This design comes from an exercise in tuning for a short achievable clock period and few clock cycles on the open sky130 flow, not from production work.
Power is estimated from default activity; no workload was simulated.

==> branch tundra: inputs <==
## pipelineCpu
module pipelineCpu (
    input  logic        CLK,
    input  logic        arstN,
    output logic [31:0] instAddr,
    input  logic [31:0] instWord,
    output logic [31:0] dataAddr,
    output logic        dataWrEn,
    output logic [31:0] dataWrData,
    input  logic [31:0] dataRdData,
    output logic        halt
);
clock: 7.5 ns
lec_check: 0
abc_clock_period_in_ps: 2500
cap_margin: 20
core_margin: 2
core_utilization: 40
setup_slack_margin: 5.0
slew_margin: 20
tns_end_percent: 100
run.sh (not shown) runs the stock make flow with config.mk's settings and CLKGATE_MAP_FILE= SYNTH_SCRIPT=/design/flow/synth_recipe.tcl, a recipe that flattens the netlist after the stock synthesis.
==> inputs of branch garnet, as changes to branch tundra <==
--- a/flow/design.v
+++ b/flow/design.v
@@ -1,40 +1,30 @@
 module fetchStage (
     input  logic        CLK,
     input  logic        arstN,
     input  logic        hold,
     input  logic        redirect,
     input  logic [9:0]  redirectPc,
-    input  logic        idRedirect,
-    input  logic [9:0]  idRedirectPc,
     input  logic [31:0] instWord,
     input  logic        wbWrEn,
     input  logic [4:0]  wbRd,
     input  logic [31:0] wbData,
     input  logic [31:0] idRs1Data,
     input  logic [31:0] idRs2Data,
-    input  logic        idWrites,
-    input  logic [4:0]  idRd,
-    input  logic        exWrites,
-    input  logic [4:0]  exRd,
     output logic [31:0] instAddr,
     output logic        ifIdValid,
     output logic [31:0] ifIdInst,
     output logic        ifIdPred,
     output logic [9:0]  ifIdPcInc,
     output logic [9:0]  ifIdTarget,
     output logic [31:0] ifIdRs1Data,
     output logic [31:0] ifIdRs2Data,
     output logic        ifIdIsLoad,
     output logic        ifIdUsesRs1,
-    output logic        ifIdUsesRs2,
-    output logic        ifIdExA,
-    output logic        ifIdExB,
-    output logic        ifIdWbA,
-    output logic        ifIdWbB
+    output logic        ifIdUsesRs2
 );
     logic [9:0]  pc;
     logic [9:0]  pcInc;
     logic [9:0]  target;
     logic        pred;
     logic [4:0]  rs1Idx;
     logic [4:0]  rs2Idx;
@@ -79,37 +69,21 @@
     always_ff @(posedge CLK or negedge arstN) begin
         if (!arstN) begin
             pc        <= 10'd0;
             ifIdValid <= 1'b0;
         end else if (redirect) begin
             pc        <= redirectPc;
             ifIdValid <= 1'b0;
-        end else if (idRedirect) begin
-            pc        <= idRedirectPc;
-            ifIdValid <= 1'b0;
         end else if (!hold) begin
             pc        <= pred ? target : pcInc;
             ifIdValid <= 1'b1;
         end
     end
     always_ff @(posedge CLK) begin
         if (!hold) begin
-            ifIdExA <= idWrites && idRd == rs1Idx;
-            ifIdExB <= idWrites && idRd == rs2Idx;
-            ifIdWbA <= exWrites && exRd == rs1Idx;
-            ifIdWbB <= exWrites && exRd == rs2Idx;
-        end else begin
-            ifIdExA <= 1'b0;
-            ifIdExB <= 1'b0;
-            ifIdWbA <= exWrites && exRd == ifIdInst[19:15];
-            ifIdWbB <= exWrites && exRd == ifIdInst[24:20];
-        end
-    end
-    always_ff @(posedge CLK) begin
-        if (!hold) begin
             ifIdInst    <= instWord;
             ifIdPred    <= pred;
             ifIdPcInc   <= pcInc;
             ifIdTarget  <= target;
             ifIdRs1Data <= rs1Data;
             ifIdRs2Data <= rs2Data;
             ifIdIsLoad  <= isLoad;
@@ -130,53 +104,43 @@
     input  logic [9:0]  ifIdPcInc,
     input  logic [9:0]  ifIdTarget,
     input  logic [31:0] ifIdRs1Data,
     input  logic [31:0] ifIdRs2Data,
     input  logic        ifIdIsLoad,
     input  logic        ifIdUsesRs1,
     input  logic        ifIdUsesRs2,
-    input  logic        ifIdExA,
-    input  logic        ifIdExB,
-    input  logic        ifIdWbA,
-    input  logic        ifIdWbB,
     input  logic        redirect,
     input  logic        wbWrEn,
     input  logic [4:0]  wbRd,
     input  logic [31:0] wbData,
     input  logic        wbLateLoad,
     input  logic [31:0] wbResult,
     input  logic [31:0] exResult,
     output logic [31:0] idRs1Data,
     output logic [31:0] idRs2Data,
     output logic        hold,
-    output logic        idWrites,
     output logic        idExValid,
     output logic        idExRegWrEn,
     output logic        idExMemRd,
     output logic        idExMemWr,
     output logic        idExLateMem,
     output logic        idExLoadNow,
     output logic        idExSub,
-    output logic        idExIsAdd,
-    output logic        idExAddrOk,
-    output logic        idExAddrIsAdd,
     output logic        idExIsBranch,
     output logic        idExBranchNe,
     output logic        idExPred,
     output logic        idExIsHalt,
     output logic [6:0]  idExOp,
     output logic [4:0]  idExRd,
     output logic [31:0] idExA,
     output logic [31:0] idExB,
     output logic [4:0]  idExShamt,
     output logic [31:0] idExS,
     output logic [9:0]  idExAltPc,
     output logic        issue,
-    output logic        idRedirect,
-    output logic [9:0]  idRedirectPc,
     output logic        halt,
     output logic        idStoreNow,
     output logic [31:0] idMemAddr,
     output logic [31:0] idStoreData
 );
     localparam logic [6:0] OpCompute = 7'b0110011;
     localparam logic [6:0] OpImm     = 7'b0010011;
@@ -309,81 +273,34 @@
     always_comb begin
         case (opcode)
             OpStore: imm = {{20{ifIdInst[31]}}, ifIdInst[31:25], ifIdInst[11:7]};
             OpLui:   imm = {ifIdInst[31:12], 12'b0};
             default: imm = {{20{ifIdInst[31]}}, ifIdInst[31:20]};
         endcase
     end
-    assign idRs1Data = ifIdWbA ? wbData : ifIdRs1Data;
-    assign idRs2Data = ifIdWbB ? wbData : ifIdRs2Data;
-    assign idWrites  = ifIdValid && regWrEn;
+    assign idRs1Data = (wbWrEn && wbRd == rs1Idx) ? wbData : ifIdRs1Data;
+    assign idRs2Data = (wbWrEn && wbRd == rs2Idx) ? wbData : ifIdRs2Data;
     assign exWillWr = idExValid && idExRegWrEn;
-    assign fwdA     = ifIdExA && !isLui;
-    assign fwdB     = ifIdExB;
+    assign fwdA     = exWillWr && idExRd == rs1Idx && !isLui;
+    assign fwdB     = exWillWr && idExRd == rs2Idx;
     assign opA      = isLui ? 32'd0 : idRs1Data;
     assign opB      = srcBImm ? imm : idRs2Data;
-    assign lateMem  = (memRd || memWr) && ((fwdA && !idExAddrOk) ||
-                                           (idExValid && idExLateMem) ||
-                                           (wbLateLoad && ifIdWbA));
-    assign hold  = haltSeen || (ifIdValid && idExLateMem && idExMemRd &&
-                   ((ifIdUsesRs1 && ifIdExA) || (ifIdUsesRs2 && ifIdExB)));
+    assign lateMem  = (memRd || memWr) && (fwdA || (idExValid && idExLateMem) ||
+                                           (wbLateLoad && wbRd == rs1Idx));
+    assign hold  = haltSeen || (ifIdValid && idExValid && idExLateMem && idExMemRd &&
+                   idExRegWrEn && ((ifIdUsesRs1 && rs1Idx == idExRd) ||
+                                   (ifIdUsesRs2 && rs2Idx == idExRd)));
     assign issue = ifIdValid && !hold && !redirect;
     assign idStoreData = fwdB ? exResult : idRs2Data;
-    logic        brFromExA;
-    logic        brFromExB;
-    logic        brReady;
-    logic        brEq;
-    logic        brTaken;
-    logic [31:0] brK;
-    logic [31:0] addT;
-    logic [31:0] addC;
-    assign brFromExA = ifIdExA;
-    assign brFromExB = ifIdExB;
-    assign brReady   = !(wbLateLoad && (ifIdWbA || ifIdWbB)) &&
-                       (!(brFromExA || brFromExB) || (idExIsAdd && (brFromExA != brFromExB)));
-    logic [31:0] brRs1;
-    logic [31:0] brRs2;
-    assign brRs1     = ifIdWbA ? wbResult : ifIdRs1Data;
-    assign brRs2     = ifIdWbB ? wbResult : ifIdRs2Data;
-    assign brK       = brFromExA ? brRs2 : brRs1;
-    assign addT      = idExA ^ idExB ^ brK;
-    assign addC      = {(idExA[30:0] & idExB[30:0]) | ((idExA[30:0] | idExB[30:0]) & ~brK[30:0]),
-                        1'b0};
-    assign brEq      = (brFromExA || brFromExB) ? (addT == addC) : (brRs1 == brRs2);
-    assign brTaken   = brEq != branchNe;
-    assign idRedirect   = issue && isBranch && brReady && (brTaken != ifIdPred);
-    assign idRedirectPc = brTaken ? ifIdTarget : ifIdPcInc;
-    logic [31:0] addrReg;
-    prefixAdder #(.W(32)) i_addrReg (
-        .a   (brRs1),
-        .b   (imm),
-        .cin (1'b0),
-        .sum (addrReg)
-    );
-    logic [31:0] csaS;
-    logic [31:0] csaC;
-    logic [31:0] addrAdd;
-    logic [31:0] addrLogic;
-    assign csaS = idExA ^ idExB ^ imm;
-    assign csaC = (idExA & idExB) | (idExA & imm) | (idExB & imm);
-    prefixAdder #(.W(32)) i_addrAdd (
-        .a   (csaS),
-        .b   ({csaC[30:0], idExSub}),
-        .cin (1'b0),
-        .sum (addrAdd)
-    );
-    prefixAdder #(.W(32)) i_addrLogic (
-        .a   (({32{idExOp[1]}} & (idExA & idExB)) |
-              ({32{idExOp[2]}} & (idExA | idExB)) |
-              ({32{idExOp[3]}} & (idExA ^ idExB))),
+    prefixAdder #(.W(32)) i_memAddr (
+        .a   ((wbWrEn && wbRd == rs1Idx) ? wbResult : ifIdRs1Data),
         .b   (imm),
         .cin (1'b0),
-        .sum (addrLogic)
+        .sum (idMemAddr)
     );
-    assign idMemAddr = !fwdA ? addrReg : (idExAddrIsAdd ? addrAdd : addrLogic);
     assign idStoreNow  = issue && memWr && !lateMem;
     always_ff @(posedge CLK or negedge arstN) begin
         if (!arstN) begin
             haltSeen  <= 1'b0;
             idExValid <= 1'b0;
             halt      <= 1'b0;
         end else begin
@@ -396,24 +313,20 @@
     always_ff @(posedge CLK) begin
         idExRegWrEn  <= regWrEn;
         idExMemRd    <= memRd;
         idExMemWr    <= memWr;
         idExLateMem  <= lateMem;
         idExIsBranch <= isBranch;
         idExBranchNe <= branchNe;
-        idExPred     <= (isBranch && brReady) ? brTaken : ifIdPred;
+        idExPred     <= ifIdPred;
         idExIsHalt   <= isHalt;
         idExOp       <= (memRd && !lateMem) ? 7'd0 :
                         {op[6:1], op[SelAdd] || op[SelSub]};
         idExLoadNow  <= memRd && !lateMem;
         idExSub      <= op[SelSub] || op[SelSlt];
-        idExIsAdd    <= op[SelAdd] && !memRd;
-        idExAddrIsAdd <= (op[SelAdd] || op[SelSub]) && !memRd;
-        idExAddrOk   <= (op[SelAdd] || op[SelSub] || op[SelAnd] || op[SelOr] || op[SelXor]) &&
-                        !memRd;
         idExRd       <= rdIdx;
         idExA        <= fwdA ? exResult : opA;
         if (op[SelSub] || op[SelSlt]) begin
             idExB <= ~((fwdB && !srcBImm) ? exResult : opB);
         end else begin
             idExB <= (fwdB && !srcBImm) ? exResult : opB;
         end
@@ -576,35 +489,27 @@
     logic [9:0]  ifIdPcInc;
     logic [9:0]  ifIdTarget;
     logic [31:0] ifIdRs1Data;
     logic [31:0] ifIdRs2Data;
     logic        ifIdIsLoad;
     logic        ifIdUsesRs1;
     logic        ifIdUsesRs2;
-    logic        ifIdExA;
-    logic        ifIdExB;
-    logic        ifIdWbA;
-    logic        ifIdWbB;
-    logic        idWrites;
     logic [31:0] idRs1Data;
     logic [31:0] idRs2Data;
     logic        hold;
     logic        issue;
     logic        redirect;
-    logic        idRedirect;
-    logic [9:0]  idRedirectPc;
     logic [9:0]  redirectPc;
     logic        idExValid;
     logic        idExRegWrEn;
     logic        idExMemRd;
     logic        idExMemWr;
     logic        idExLateMem;
     logic        idExLoadNow;
     logic        idExSub;
-    logic        idExIsAdd;
     logic        idExIsBranch;
     logic        idExBranchNe;
     logic        idExPred;
     logic        idExIsHalt;
     logic [6:0]  idExOp;
     logic [4:0]  idExRd;
     logic [31:0] idExA;
@@ -623,92 +528,74 @@
     logic [31:0] wbData;
     fetchStage i_fetchStage (
         .CLK         (CLK),
         .arstN       (arstN),
         .hold        (hold),
         .redirect    (redirect),
         .redirectPc  (redirectPc),
-        .idRedirect  (idRedirect),
-        .idRedirectPc(idRedirectPc),
         .instWord    (instWord),
         .wbWrEn      (exWbRegWrEn),
         .wbRd        (exWbRd),
         .wbData      (wbData),
         .idRs1Data   (idRs1Data),
         .idRs2Data   (idRs2Data),
-        .idWrites    (idWrites),
-        .idRd        (ifIdInst[11:7]),
-        .exWrites    (idExValid && idExRegWrEn),
-        .exRd        (idExRd),
         .instAddr    (instAddr),
         .ifIdValid   (ifIdValid),
         .ifIdInst    (ifIdInst),
         .ifIdPred    (ifIdPred),
         .ifIdPcInc   (ifIdPcInc),
         .ifIdTarget  (ifIdTarget),
         .ifIdRs1Data (ifIdRs1Data),
         .ifIdRs2Data (ifIdRs2Data),
         .ifIdIsLoad  (ifIdIsLoad),
         .ifIdUsesRs1 (ifIdUsesRs1),
-        .ifIdUsesRs2 (ifIdUsesRs2),
-        .ifIdExA     (ifIdExA),
-        .ifIdExB     (ifIdExB),
-        .ifIdWbA     (ifIdWbA),
-        .ifIdWbB     (ifIdWbB)
+        .ifIdUsesRs2 (ifIdUsesRs2)
     );
     decodeStage i_decodeStage (
         .CLK          (CLK),
         .arstN        (arstN),
         .ifIdValid    (ifIdValid),
         .ifIdInst     (ifIdInst),
         .ifIdPred     (ifIdPred),
         .ifIdPcInc    (ifIdPcInc),
         .ifIdTarget   (ifIdTarget),
         .ifIdRs1Data  (ifIdRs1Data),
         .ifIdRs2Data  (ifIdRs2Data),
         .ifIdIsLoad   (ifIdIsLoad),
         .ifIdUsesRs1  (ifIdUsesRs1),
         .ifIdUsesRs2  (ifIdUsesRs2),
-        .ifIdExA      (ifIdExA),
-        .ifIdExB      (ifIdExB),
-        .ifIdWbA      (ifIdWbA),
-        .ifIdWbB      (ifIdWbB),
         .redirect     (redirect),
         .wbWrEn       (exWbRegWrEn),
         .wbRd         (exWbRd),
         .wbData       (wbData),
         .wbLateLoad   (exWbLateLoad),
         .wbResult     (exWbResult),
         .exResult     (exResult),
         .idRs1Data    (idRs1Data),
         .idRs2Data    (idRs2Data),
         .hold         (hold),
-        .idWrites     (idWrites),
         .idExValid    (idExValid),
         .idExRegWrEn  (idExRegWrEn),
         .idExMemRd    (idExMemRd),
         .idExMemWr    (idExMemWr),
         .idExLateMem  (idExLateMem),
         .idExLoadNow  (idExLoadNow),
         .idExSub      (idExSub),
-        .idExIsAdd    (idExIsAdd),
         .idExIsBranch (idExIsBranch),
         .idExBranchNe (idExBranchNe),
         .idExPred     (idExPred),
         .idExIsHalt   (idExIsHalt),
         .idExOp       (idExOp),
         .idExRd       (idExRd),
         .idExA        (idExA),
         .idExB        (idExB),
         .idExShamt    (idExShamt),
         .idExS        (idExS),
         .idExAltPc    (idExAltPc),
         .issue        (issue),
-        .idRedirect   (idRedirect),
-        .idRedirectPc (idRedirectPc),
         .halt         (halt),
         .idStoreNow   (idStoreNow),
         .idMemAddr    (idMemAddr),
         .idStoreData  (idStoreData)
     );
     executeStage i_executeStage (
         .CLK          (CLK),
- ABC_CLOCK_PERIOD_IN_PS: 2500 -> 3000
- SETUP_SLACK_MARGIN: 5.0 -> 4.0
==> notes <==
- Branch garnet went through all stages and came out clean. Branch tundra went through all stages and came out clean.
- Against branch tundra, the worst hold slack of branch garnet is lower by 0.037 ns.
- Between branch garnet and branch tundra, the lower synthesized area is in branch garnet (gap 9.0%, measured against branch tundra).
- Sequential power is about the same in branch tundra and branch garnet.
- First-iteration DRC count: branch tundra is higher than branch garnet (33%).
No run of this note included a check of the RTL's function; only the layout flow was run.

-- separate check: timing with driven ports --
The flow's constraints put no driver on any port. The routed layouts listed below were extracted and timed again, unchanged, in two steps.
Step 1, drivers: a clkbuf_16 drives CLK and a buf_2 each remaining input, both assumed.
Step 2 times the ports against the registers' clock, not the clock port: input delays grow and output delays shrink by t, the midpoint of the rising clock arrivals with the driver on.
a / b / c = ideal / step 1 / step 2; a / b = the first two.
run | t (ns) | setup WS [ns] | worst data-port slew with drivers (ns)
branch tundra | 0.909 | 2.837 / 2.837 / 2.837 | 0.84
branch garnet | 0.863 | 3.636 / 3.636 / 3.003 | 0.13
After both steps every run listed still meets setup and hold. For branch garnet, which loses most, drivers alone change the setup slack by 0.000 ns; drivers and shift together by -0.633 ns.
